Context: an optimization exercise on an open-source flow, tuned for small area. The choices shown serve that exercise and are no tape-out recipe.
Function was checked by simulation only, so behaviour that the tests miss may differ from the original.
Power figures rest on the tool's default switching activity, not on a simulated workload.

==> flow/design.v <==
module brick_color_table #(
   parameter logic [7:0]  DEFAULT_COLOR = 8'hFF,
   parameter logic [15:0] STALL_LIMIT   = 16'd1000
) (
   input  logic       clk,
   input  logic       resetN,
   input  logic       newSeq,
   input  logic [7:0] colorIn,
   input  logic [7:0] colorCount,
   input  logic       rdReq,
   input  logic [7:0] brickIndex,
   output logic [7:0] brickColor,
   output logic       rdValid,
   output logic       tableReady,
   output logic [7:0] fillCount,
   output logic       stallErr
);
   logic       fill_r, ready_r, stall_err_r;
   logic [7:0] fill_count_r;
   logic [7:0] prev_r;
   logic [9:0] stall_r;         
   logic       advance_s, wr_en_s, stall_hit_s, full_s;
   always_ff @(posedge clk) prev_r <= colorCount;
   assign advance_s = (colorCount != prev_r);
   assign wr_en_s   = fill_r & ~newSeq & advance_s;
   assign full_s    = (colorCount == 8'd255);
   function automatic logic [9:0] lfsr_after(input int n);
      logic [9:0] s;
      s = 10'd0;
      for (int k = 0; k < n; k++) s = {s[8:0], ~(s[9] ^ s[6])};
      lfsr_after = s;
   endfunction
   localparam logic [9:0] STALL_LAST = lfsr_after(int'(STALL_LIMIT) - 1);
   always_ff @(posedge clk) begin
      if (newSeq | advance_s) stall_r <= 10'd0;
      else                    stall_r <= {stall_r[8:0], ~(stall_r[9] ^ stall_r[6])};
   end
   assign stall_hit_s = fill_r & ~advance_s & (stall_r == STALL_LAST);
   always_ff @(posedge clk or negedge resetN) begin
      if (!resetN) begin
         fill_r       <= 1'b0;
         ready_r      <= 1'b0;
         stall_err_r  <= 1'b0;
         fill_count_r <= 8'd0;
      end else if (newSeq) begin
         fill_r       <= 1'b1;
         ready_r      <= 1'b0;
         stall_err_r  <= 1'b0;
         fill_count_r <= 8'd0;
      end else begin
         if ((wr_en_s & full_s) | stall_hit_s) begin
            fill_r  <= 1'b0;
            ready_r <= 1'b1;
         end
         if (stall_hit_s) stall_err_r <= 1'b1;
         if (wr_en_s && fill_count_r != 8'd255) fill_count_r <= fill_count_r + 8'd1;
      end
   end
   logic clr_r;
   always_ff @(posedge clk or negedge resetN) begin
      if (!resetN) clr_r <= 1'b1;
      else         clr_r <= 1'b0;
   end
   logic [255:0]      we_s, hold_s;
   logic [255:0]      valid_r;
   logic [255:0][7:0] mem_r, mem_d;
   for (genvar e = 0; e < 256; e++) begin : g_entry
      assign we_s[e]   = wr_en_s & (colorCount == 8'(e + 1));
      assign hold_s[e] = ~we_s[e];
      bct_ao22x8 u_ld (.a(we_s[e]), .b(hold_s[e]), .x(colorIn), .y(mem_r[e]), .z(mem_d[e]));
      always_ff @(posedge clk) mem_r[e] <= mem_d[e];
      always_ff @(posedge clk) valid_r[e] <= we_s[e] | (valid_r[e] & ~clr_r);
   end
   logic [255:0]      rd_sel_s;
   logic [255:0][8:0] rd_word_s;
   for (genvar e = 0; e < 256; e++) begin : g_rsel
      assign rd_sel_s[e]  = (brickIndex == 8'(e));
      assign rd_word_s[e] = {valid_r[e], mem_r[e]};
   end
   localparam int NT = 86;      
   logic [NT-1:0][8:0] rd_part_n;
   for (genvar t = 0; t < 85; t++) begin : g_rd3
      bct_aoi222x9 u_rd (.s0(rd_sel_s[3*t]),   .a(rd_word_s[3*t]),
                         .s1(rd_sel_s[3*t+1]), .b(rd_word_s[3*t+1]),
                         .s2(rd_sel_s[3*t+2]), .c(rd_word_s[3*t+2]),
                         .yn(rd_part_n[t]));
   end
   bct_nand2x9 u_rd_last (.s(rd_sel_s[255]), .a(rd_word_s[255]), .yn(rd_part_n[85]));
   logic [8:0] rd_s;
   always_comb begin
      rd_s = '1;
      for (int t = 0; t < NT; t++) rd_s = rd_s & rd_part_n[t];
      rd_s = ~rd_s;
   end
   logic [7:0] brick_color_r;
   logic       rd_valid_r;
   always_ff @(posedge clk or negedge resetN) begin
      if (!resetN) begin
         brick_color_r <= DEFAULT_COLOR;
         rd_valid_r    <= 1'b0;
      end else begin
         rd_valid_r <= rdReq;
         if (rdReq) brick_color_r <= (ready_r & rd_s[8]) ? rd_s[7:0] : DEFAULT_COLOR;
      end
   end
   assign brickColor = brick_color_r;
   assign rdValid    = rd_valid_r;
   assign tableReady = ready_r;
   assign fillCount  = fill_count_r;
   assign stallErr   = stall_err_r;
endmodule
module bct_ao22x8 (
   input  logic       a,
   input  logic       b,
   input  logic [7:0] x,
   input  logic [7:0] y,
   output logic [7:0] z
);
   assign z = ({8{a}} & x) | ({8{b}} & y);
endmodule
module bct_aoi222x9 (
   input  logic       s0,
   input  logic       s1,
   input  logic       s2,
   input  logic [8:0] a,
   input  logic [8:0] b,
   input  logic [8:0] c,
   output logic [8:0] yn
);
   assign yn = ~(({9{s0}} & a) | ({9{s1}} & b) | ({9{s2}} & c));
endmodule
module bct_nand2x9 (
   input  logic       s,
   input  logic [8:0] a,
   output logic [8:0] yn
);
   assign yn = ~({9{s}} & a);
endmodule
export LEC_CHECK = 0
export CAP_MARGIN = 20
export CORE_MARGIN = 2
export CORE_UTILIZATION = 65
export SLEW_MARGIN = 20
export SYNTH_HIERARCHICAL = 1
export SYNTH_MINIMUM_KEEP_SIZE = 0
create_clock -name core_clock -period 8.0 [get_ports {clk}]
standard.sh (not shown) runs the stock make flow with config.mk's settings and CLKGATE_MAP_FILE= SYNTH_SCRIPT=/design/flow/synth_recipe.tcl, a recipe that flattens the netlist after the stock synthesis.
==> flow/flow/run.sh <==
#!/bin/bash
set -euo pipefail
export CTS_ARGS="-sink_clustering_enable -repair_clock_nets -dont_use_dummy_load -sink_clustering_size 16 -sink_clustering_max_diameter 45 -buf_list sky130_fd_sc_hd__clkbuf_8"
bash standard.sh > standard_sh.log 2>&1
The first run passed the timing, DRC and antenna checks.
Rerun with:
--- a/flow/design.v
+++ b/flow/design.v
@@ -59,19 +59,23 @@
    logic clr_r;
    always_ff @(posedge clk or negedge resetN) begin
       if (!resetN) clr_r <= 1'b1;
       else         clr_r <= 1'b0;
    end
+   logic              keep_s;
+   assign keep_s = ~clr_r;
    logic [255:0]      we_s, hold_s;
    logic [255:0]      valid_r;
    logic [255:0][7:0] mem_r, mem_d;
    for (genvar e = 0; e < 256; e++) begin : g_entry
       assign we_s[e]   = wr_en_s & (colorCount == 8'(e + 1));
       assign hold_s[e] = ~we_s[e];
       bct_ao22x8 u_ld (.a(we_s[e]), .b(hold_s[e]), .x(colorIn), .y(mem_r[e]), .z(mem_d[e]));
       always_ff @(posedge clk) mem_r[e] <= mem_d[e];
-      always_ff @(posedge clk) valid_r[e] <= we_s[e] | (valid_r[e] & ~clr_r);
+      logic valid_d;
+      bct_ao21 u_vld (.a(valid_r[e]), .b(keep_s), .c(we_s[e]), .z(valid_d));
+      always_ff @(posedge clk) valid_r[e] <= valid_d;
    end
    logic [255:0]      rd_sel_s;
    logic [255:0][8:0] rd_word_s;
    for (genvar e = 0; e < 256; e++) begin : g_rsel
       assign rd_sel_s[e]  = (brickIndex == 8'(e));
@@ -116,10 +120,18 @@
    input  logic [7:0] y,
    output logic [7:0] z
 );
    assign z = ({8{a}} & x) | ({8{b}} & y);
 endmodule
+module bct_ao21 (
+   input  logic a,
+   input  logic b,
+   input  logic c,
+   output logic z
+);
+   assign z = (a & b) | c;
+endmodule
 module bct_aoi222x9 (
    input  logic       s0,
    input  logic       s1,
    input  logic       s2,
    input  logic [8:0] a,
What happened: The new run ran to the end with no violations. Worst hold slack improves by 0.0049 ns. Power came out lower by 0.37%. Clock-buffer cell count does not change. Worst setup slack improves by 0.89 ns. Sequential cell count stays the same. Synthesized area came out lower by 2.8%. Utilization came out higher by 0.39 points. First-iteration DRC count came out higher by 5.5%. Fmax came out higher by 15%. Non-clock buffer count came out lower by 9. Die area came out lower by 2.8%. Final cell count came out lower by 3.1%. Register-to-register slack improves by 0.44 ns. Routed wire length hardly moves.

## re-timing with driven ports
No port has a modelled driver above. Below, the same layouts with a new extraction and two added sets of constraints.
Step 1 assumes that a clkbuf_16 drives the clock port and a buf_2 every other input.
Step 2 moves the port delays by t, midway between the first and last clock arrival at a register: inputs arrive t later, outputs are due t later. That takes back most of the time a late clock gives input paths.
Slacks: no drivers / after step 1 / after step 2; pairs: no drivers / after step 1.
| run | t, ns | slack for setup (ns) | hold slack, ns | slew at the worst register clock pin (ns) |
|---|---|---|---|---|
| the first run | 1.026 | 1.146 / 1.214 / 0.188 | 0.454 / 0.454 / 0.454 | 0.11 / 0.11 |
| the second run | 1.021 | 2.035 / 2.098 / 1.077 | 0.459 / 0.459 / 0.459 | 0.11 / 0.11 |
After both steps every run listed still meets setup and hold.
